This design comes from an exercise in tuning for small area and a short achievable clock period on the open sky130 flow, not from production work.
The RTL of this run was laid out without a check of its function.
Power and IR drop assume default switching activity.

<file path="flow/run.sh">
#!/bin/bash
# synth_recipe.tcl (not shown) runs the flow's synth.tcl, then flattens the netlist and writes it again
# the make line also repeats each setting of config.mk as NAME=value (left out here)
make -C /OpenROAD-flow-scripts/flow DESIGN_CONFIG=/design/flow/config.mk WORK_HOME=/design/flow/orfs CLKGATE_MAP_FILE= SYNTH_SCRIPT=/design/flow/synth_recipe.tcl finish
</file>
<file path="flow/config.mk">
export PLATFORM = sky130hd
export DESIGN_NAME = fifo_flags_top
export DESIGN_NICKNAME = fifo_flags_top
export VERILOG_FILES = /design/flow/design.v
export SDC_FILE = /design/flow/constraint.sdc
export NUM_CORES = 4
export LEC_CHECK = 0
export CAP_MARGIN = 20
export CORE_MARGIN = 2
export CORE_UTILIZATION = 40
export SLEW_MARGIN = 20
</file>
<file path="flow/constraint.sdc">
create_clock -name core_clock -period 4.0 [get_ports {clk}]
set_input_delay 0.8000 -clock core_clock [delete_from_list [all_inputs] [get_ports {clk}]]
set_output_delay 0.8000 -clock core_clock [all_outputs]
set_load 0.01 [all_outputs]
</file>
<file path="flow/design.v">
module fifo_flags_top (
  input  logic        clk,
  input  logic        rst_n,
  input  logic        winc,
  input  logic [31:0] wdata,
  input  logic        wclr_err,
  output logic        wfull,
  output logic        walmost_full,
  output logic        woverflow,
  output logic [6:0]  wlevel,
  input  logic        rinc,
  input  logic        rclr_err,
  output logic [31:0] rdata,
  output logic        rempty,
  output logic        ralmost_empty,
  output logic        runderflow,
  output logic [6:0]  rlevel
);
  async_fifo_flags #(
    .WIDTH(32), .DEPTH(64), .SYNC_STAGES(2), .AF_LEVEL(60), .AE_LEVEL(4), .FWFT(0)
  ) u_fifo (
    .wclk(clk), .rclk(clk), .rst_n(rst_n),
    .winc(winc), .wdata(wdata), .wclr_err(wclr_err),
    .wfull(wfull), .walmost_full(walmost_full), .woverflow(woverflow), .wlevel(wlevel),
    .rinc(rinc), .rclr_err(rclr_err), .rdata(rdata), .rempty(rempty),
    .ralmost_empty(ralmost_empty), .runderflow(runderflow), .rlevel(rlevel)
  );
endmodule

package async_fifo_pkg;
  localparam int SYNC_STAGES_MIN = 2;
  localparam int SYNC_STAGES_MAX = 4;
  localparam int PTR_W_MAX       = 32;
  typedef logic [PTR_W_MAX-1:0] ptr_t;
  function automatic logic [PTR_W_MAX-1:0] bin2gray(input logic [PTR_W_MAX-1:0] b);
    bin2gray = b ^ (b >> 1);
  endfunction
  function automatic logic [PTR_W_MAX-1:0] gray2bin(input logic [PTR_W_MAX-1:0] gray);
    logic [PTR_W_MAX-1:0] bin;
    bin = gray;
    for (int i = 1; i < PTR_W_MAX; i++) begin
      bin = bin ^ (gray >> i);
    end
    gray2bin = bin;
  endfunction
endpackage
module gray_ptr_sync #(
  parameter int WIDTH  = 7,
  parameter int STAGES = 2
) (
  input  logic             clk,
  input  logic             rst_n,
  input  logic [WIDTH-1:0] gray_in,
  output logic [WIDTH-1:0] gray_out
);
  logic [STAGES-1:0][WIDTH-1:0] sync_q;
  logic [STAGES-1:0][WIDTH-1:0] sync_d;
  always_comb begin
    sync_d = {sync_q[STAGES-2:0], gray_in};
  end
  always_ff @(posedge clk or negedge rst_n) begin
    if (!rst_n) begin
      sync_q <= '0;
    end else begin
      sync_q <= sync_d;
    end
  end
  assign gray_out = sync_q[STAGES-1];
endmodule
module async_fifo_flags
#(
  parameter int WIDTH       = 32,
  parameter int DEPTH       = 64,
  parameter int SYNC_STAGES = 2,
  parameter int AF_LEVEL    = DEPTH - 4,
  parameter int AE_LEVEL    = 4,
  parameter int FWFT        = 0,
  localparam int ADDR_W     = $clog2(DEPTH)
) (
  input  logic              wclk,
  input  logic              rclk,
  input  logic              rst_n,
  input  logic              winc,
  input  logic [WIDTH-1:0]  wdata,
  input  logic              wclr_err,
  output logic              wfull,
  output logic              walmost_full,
  output logic              woverflow,
  output logic [ADDR_W:0]   wlevel,
  input  logic              rinc,
  input  logic              rclr_err,
  output logic [WIDTH-1:0]  rdata,
  output logic              rempty,
  output logic              ralmost_empty,
  output logic              runderflow,
  output logic [ADDR_W:0]   rlevel
);
  localparam int PTR_W  = ADDR_W + 1;
  localparam int SYNC_N = (SYNC_STAGES < async_fifo_pkg::SYNC_STAGES_MIN) ? async_fifo_pkg::SYNC_STAGES_MIN :
                          (SYNC_STAGES > async_fifo_pkg::SYNC_STAGES_MAX) ? async_fifo_pkg::SYNC_STAGES_MAX : SYNC_STAGES;
  logic [1:0] wrst_q, wrst_d, rrst_q, rrst_d;
  logic       wrst_n, rrst_n;
  always_comb begin
    wrst_d = {wrst_q[0], 1'b1};
    rrst_d = {rrst_q[0], 1'b1};
  end
  always_ff @(posedge wclk or negedge rst_n) begin
    if (!rst_n) wrst_q <= 2'b00;
    else        wrst_q <= wrst_d;
  end
  always_ff @(posedge rclk or negedge rst_n) begin
    if (!rst_n) rrst_q <= 2'b00;
    else        rrst_q <= rrst_d;
  end
  assign wrst_n = wrst_q[1];
  assign rrst_n = rrst_q[1];
  logic [WIDTH-1:0] mem [DEPTH];
  logic [PTR_W-1:0] wbin_q, wbin_d, wgray_q, wgray_d, wlevel_q, wlevel_d;
  logic [PTR_W-1:0] rgray_sync, rbin_sync;
  logic             wfull_q, wfull_d, waf_q, waf_d, wovf_q, wovf_d, w_accept;
  logic [PTR_W-1:0] rbin_q, rbin_d, rgray_q, rgray_d, rlevel_q, rlevel_d;
  logic [PTR_W-1:0] wgray_sync, wbin_sync;
  logic             rempty_q, rempty_d, rae_q, rae_d, runf_q, runf_d, r_accept;
  gray_ptr_sync #(.WIDTH(PTR_W), .STAGES(SYNC_N)) u_rptr_to_w (
    .clk      (wclk),
    .rst_n    (wrst_n),
    .gray_in  (rgray_q),
    .gray_out (rgray_sync)
  );
  gray_ptr_sync #(.WIDTH(PTR_W), .STAGES(SYNC_N)) u_wptr_to_r (
    .clk      (rclk),
    .rst_n    (rrst_n),
    .gray_in  (wgray_q),
    .gray_out (wgray_sync)
  );
  always_comb begin
    w_accept  = winc && !wfull_q;
    wbin_d    = wbin_q + PTR_W'(w_accept);
    wgray_d   = PTR_W'(async_fifo_pkg::bin2gray(async_fifo_pkg::ptr_t'(wbin_d)));
    rbin_sync = PTR_W'(async_fifo_pkg::gray2bin(async_fifo_pkg::ptr_t'(rgray_sync)));
    wfull_d   = (wgray_d == {~rgray_sync[PTR_W-1 -: 2], rgray_sync[PTR_W-3:0]});
    wlevel_d  = wbin_d - rbin_sync;
    waf_d     = (wlevel_d >= PTR_W'(AF_LEVEL));
    wovf_d    = (winc && wfull_q) ? 1'b1 : (wclr_err ? 1'b0 : wovf_q);
  end
  always_ff @(posedge wclk or negedge wrst_n) begin
    if (!wrst_n) begin
      wbin_q   <= '0;
      wgray_q  <= '0;
      wlevel_q <= '0;
      wfull_q  <= 1'b0;
      waf_q    <= 1'b0;
      wovf_q   <= 1'b0;
    end else begin
      wbin_q   <= wbin_d;
      wgray_q  <= wgray_d;
      wlevel_q <= wlevel_d;
      wfull_q  <= wfull_d;
      waf_q    <= waf_d;
      wovf_q   <= wovf_d;
    end
  end
  always_ff @(posedge wclk) begin
    if (w_accept) mem[wbin_q[ADDR_W-1:0]] <= wdata;
  end
  always_comb begin
    r_accept  = rinc && !rempty_q;
    rbin_d    = rbin_q + PTR_W'(r_accept);
    rgray_d   = PTR_W'(async_fifo_pkg::bin2gray(async_fifo_pkg::ptr_t'(rbin_d)));
    wbin_sync = PTR_W'(async_fifo_pkg::gray2bin(async_fifo_pkg::ptr_t'(wgray_sync)));
    rempty_d  = (rgray_d == wgray_sync);
    rlevel_d  = wbin_sync - rbin_d;
    rae_d     = (rlevel_d <= PTR_W'(AE_LEVEL));
    runf_d    = (rinc && rempty_q) ? 1'b1 : (rclr_err ? 1'b0 : runf_q);
  end
  always_ff @(posedge rclk or negedge rrst_n) begin
    if (!rrst_n) begin
      rbin_q   <= '0;
      rgray_q  <= '0;
      rlevel_q <= '0;
      rempty_q <= 1'b1;
      rae_q    <= 1'b1;
      runf_q   <= 1'b0;
    end else begin
      rbin_q   <= rbin_d;
      rgray_q  <= rgray_d;
      rlevel_q <= rlevel_d;
      rempty_q <= rempty_d;
      rae_q    <= rae_d;
      runf_q   <= runf_d;
    end
  end
  logic [WIDTH-1:0] head_word;
  assign head_word = mem[rbin_q[ADDR_W-1:0]];
  generate
    if (FWFT != 0) begin : g_fwft
      assign rdata = rempty_q ? '0 : head_word;
    end else begin : g_reg
      logic [WIDTH-1:0] rdata_q, rdata_d;
      always_comb begin
        rdata_d = r_accept ? head_word : rdata_q;
      end
      always_ff @(posedge rclk or negedge rrst_n) begin
        if (!rrst_n) rdata_q <= '0;
        else         rdata_q <= rdata_d;
      end
      assign rdata = rdata_q;
    end
  endgenerate
  assign wfull         = wfull_q;
  assign walmost_full  = waf_q;
  assign woverflow     = wovf_q;
  assign wlevel        = wlevel_q;
  assign rempty        = rempty_q;
  assign ralmost_empty = rae_q;
  assign runderflow    = runf_q;
  assign rlevel        = rlevel_q;
endmodule
</file>
==> notes.md <==
report_power, final:
group          switching [W]  internal (W)  total [W]
clock network        0.00856        0.0121     0.0206
logic                 0.0130       0.00900     0.0220
registers            0.00101        0.0261     0.0271
total                 0.0225        0.0471     0.0697
per-stage QoR:
step           util, %  setup WS (ps)  instances  power [W]
2_1_floorplan        -            416       3935     0.0410
3_3_place_gp      43.0            203       6771     0.0496
3_5_place_dp      43.0            205       6771     0.0496
4_1_cts           46.5            179       7177     0.0702
5_1_grt           46.6           12.6       7177     0.0722
6_report          46.6            252       7183     0.0697
synthesized netlist by cell type, types with 4 or more instances:
master / number / share of area (%)
mux2i_1: 266 / 3.2
a22o_1: 8 / 0.085
mux2_2: 7 / 0.095
xnor2_1: 29 / 0.31
buf_12: 5 / 0.12
buf_6: 40 / 0.54
nand3_1: 24 / 0.14
mux4_2: 406 / 11
o22ai_1: 43 / 0.32
ha_1: 15 / 0.23
a32oi_1: 11 / 0.12
buf_8: 4 / 0.072
buf_4: 23 / 0.21
o21ai_0: 53 / 0.32
nor2b_1: 6 / 0.045
xor2_1: 29 / 0.31
buf_1: 14 / 0.063
a21oi_1: 86 / 0.52
nor3_1: 22 / 0.13
and3_1: 6 / 0.045
a221oi_1: 40 / 0.42
a311oi_1: 11 / 0.12
dfrtp_1: 106 / 3.2
or3b_2: 6 / 0.063
nor4_1: 5 / 0.038
o211ai_1: 10 / 0.091
a2111oi_0: 27 / 0.29
a211o_1: 15 / 0.16
o221ai_1: 32 / 0.34
a221o_1: 10 / 0.12
clkbuf_1: 94 / 0.43
nor2_1: 98 / 0.44
a211oi_1: 27 / 0.24
inv_1: 24 / 0.11
buf_2: 40 / 0.24
or3_1: 7 / 0.053
and2_1: 6 / 0.045
nand3b_1: 6 / 0.054
a22oi_1: 27 / 0.24
edfxtp_1: 2048 / 74
nand2_1: 160 / 0.72
per-layer routing:
metal  wire (µm)  up-vias
met5          59        -
met4        6850        8
met3       20600      406
met2      112000     2076
met1       95600    23000
li1            -    17100
logic make-up (layout without fill, tap and decap cells):
| kind of cell | Yosys count | count (layout) | synth area share [%] |
|---|---|---|---|
| simple gates | 356 | 356 | 1.87 |
| mux | 679 | 679 | 14.3 |
| fa+ha+maj | 17 | 17 | 0.275 |
| other cells | 1 | 7 | 0.00453 |
| buf+inv | 247 | 785 | 1.80 |
| compound gates | 419 | 419 | 3.57 |
| flops | 2156 | 2156 | 77.5 |
| xor+xnor | 60 | 60 | 0.661 |
critical path: cells and delay by family (launching register included):
family,cells,cell delay [ps]
AOI/OAI and AO/OA,4,680
xor gates and xnor gates,7,1790
adders and majority gates,2,650
buffers and inverters,1,60
DFF,1,400
and+or+nand+nor,1,70
cell type report:
type | instances | share of cell area, %
Antenna cell | 6 | 0.0156
Clock buffer | 284 | 6.19
Clock inverter | 122 | 1.35
Inverter | 27 | 0.111
Multi-Input combinational cell | 1532 | 18.4
Sequential cell | 2156 | 66.8
Tap cell | 2704 | 3.52
Timing Repair Buffer | 352 | 3.57
state kept, by name, summed over array words and instances, names as in the netlist, 6 cells and up:
signal	flops
u_fifo.g_reg.rdata_q	32
u_fifo.mem	2048
u_fifo.rbin_q	7
u_fifo.rgray_q	6
u_fifo.rlevel_q	7
u_fifo.u_rptr_to_w.sync_q	14
u_fifo.u_wptr_to_r.sync_q	14
u_fifo.wbin_q	7
u_fifo.wgray_q	6
u_fifo.wlevel_q	7
final timing paths:
path	startpoint	to	slack [ps]	depth (start not counted)
worst max-delay path	u_fifo.u_rptr_to_w.sync_q[13]	u_fifo.waf_q	250	15
max in group asynchronous	u_fifo.rrst_q[1]	u_fifo.g_reg.rdata_q[21]	2530	1
worst min-delay path	rst_n	u_fifo.rrst_q[1]	140	1
worst min register to register	u_fifo.rgray_q[5]	u_fifo.u_rptr_to_w.sync_q[5]	340	0
worst max register to register	u_fifo.u_rptr_to_w.sync_q[13]	u_fifo.waf_q	250	15
min in group core_clock	u_fifo.rgray_q[5]	u_fifo.u_rptr_to_w.sync_q[5]	340	0
what timing repair did:
action                     4_1_cts  5_1_grt
setup endpoints to repair        0        1
hold endpoints to repair         0        0
resized for setup                0        1
==> impl_metrics.yaml <==
outcome:
  status: "finished clean"
logic_synthesis:
  synth_cell_types: 65
  syn-num-nets: 3990
  async_flop_share_pct: 5.01
  synthCells: 3935
  ys.flop_type: "edfxtp_1"
  synth-seq-cells: 2156
  yosys_warnings: 2
  synth-edff-count: 2048
  seq_area_frac_synth_pct: 77.5
  syn_avg_cell_area_um2: 21.1
  syn-cell-area_mm2: 0.0829
layout:
  multi_input_area_mm2: 0.0177
  drive_above_1_share_pct: 25.1
  final_common_cell: "edfxtp_1"
  ff_latch_area_mm2: 0.0642
  nNetsFinal: 4340
  fin_area_mm2: 0.0961
  mostFrequentLayoutCells: "edfxtp_1 (2048), mux4_2 (406), mux2i_1 (266)"
  area_growth_pct: 16.0
  fillCellCount: 17100
worst_hold_path:
  worstHoldPathType: "input pin to asynchronous set/reset pin"
timing:
  fin_hold_ws_ps: 139
  rsz0062_at_grt: "no"
  fmax_mhz: 267
  fin_crit_sh_pct: 93.7
  worst_pin_slew_ps: 1040
  max_slew_margin_pct: 30.5
  period_needed_ps: 3750
  clock_skew_ps: 33.6
  setup_tns_ps: 0
  finalSetupViolations: 0
  slew_violations: 0
  hold_viol: 0
critical_path:
  cp-start-kind: "flip-flop"
  worstSetupPathType: "flip-flop to flip-flop"
  cp.arrival_ps: 4470
  path_cells: "xnor2_1 > xor2_2 > xor2_1 > xor2_1 > xor2_2 > xnor2_1 > ha_1 > inv_1 > fa_1 > a21o_1 > a21o_1 > nand2_1 > o21ai_0 > xor2_1 > a41o_1"
  crit_top_cell: "xor2_1"
  crit_fanout: 3
  cp-end-kind: "flip-flop"
  critPathSlowestCell: "fa_1"
  critPathRequiredTime_ps: 4720
  cpPeakStageDelay_ps: 460
route:
  vias: 42600
  drt_iter0_markers: 5544
  vias_per_cell: 5.93
  wl_mm: 235
  drc: 0
  detail_route.wl_per_cell_um: 32.7
  firstDrtPassIters: 8
  drtAntennaViolNets: 0
clocking:
  tritoncts: "done"
  cts_hold_buffers: 0
  cts_buffer_depth: 3
  path_clk_slew_ps: 60
  htreeDepth: 4
  post_cts_buffers: 0
  clk_latency_ps: 840
  cts-root-buf: "clkbuf_16"
  numCtsBuffers: 216
  clock-sinks: 2156
pwr:
  power_leakage_nw: 31.2
  ir_worst_vdd_mv: 0.500
  power.density_mw_per_mm2: 725
die:
  dieArea_mm2: 0.211
  die_h_um: 459
  initial_core_util_pct: 40.1
  coreArea_mm2: 0.206
  rows: 167
  die_w_um: 459
  ios: 90
global_routing:
  antenna_found_initial: 8
  grt_use_met1_pct: 31.1
  grt.total_usage_pct: 22.1
  grt_max_degree: 87
  grt_pass1_wl_mm: 329
  grt-busiest-layer: "met2"
  overflow: 0
  grtUsageMet3_pct: 4.31
  gr-usage-met2_pct: 35.2
  grt_pass1_vias: 42300
placed_design:
  place_hpwl_mm: 135
  port_buffers: 89
  gp_congestion: 0.809
  placed_area_mm2: 0.0888
run:
  maxCapViolCount: 0

separate check: timing with driven ports:
The flow's constraints put no driver on any port. The routed layout listed below was extracted and timed again, unchanged, in two steps. Step 1: set_driving_cell puts a clkbuf_16 on clk and a buf_2 on each other input, an assumption about the parent block. Step 2 adds t to the input delays and takes it off the output delays; t is the mean of the earliest and latest rising clock arrival at the registers after step 1. Input paths then give back, and output paths get back, about the clock's delay inside the block. a / b / c = no drivers / after step 1 / after step 2; a / b = the first two.
shift t [ns]: 0.919
slack for setup (ns): 0.252 / 0.252 / 0.189
worst hold slack (ns): 0.139 / 0.073 / 0.344
worst setup path after step 2: input to register
latest minus earliest clock arrival (ns): 0.043 / 0.042
After both steps this run still meets setup and hold. For this run, drivers alone change the setup slack by 0.000 ns; drivers and shift together by -0.063 ns.
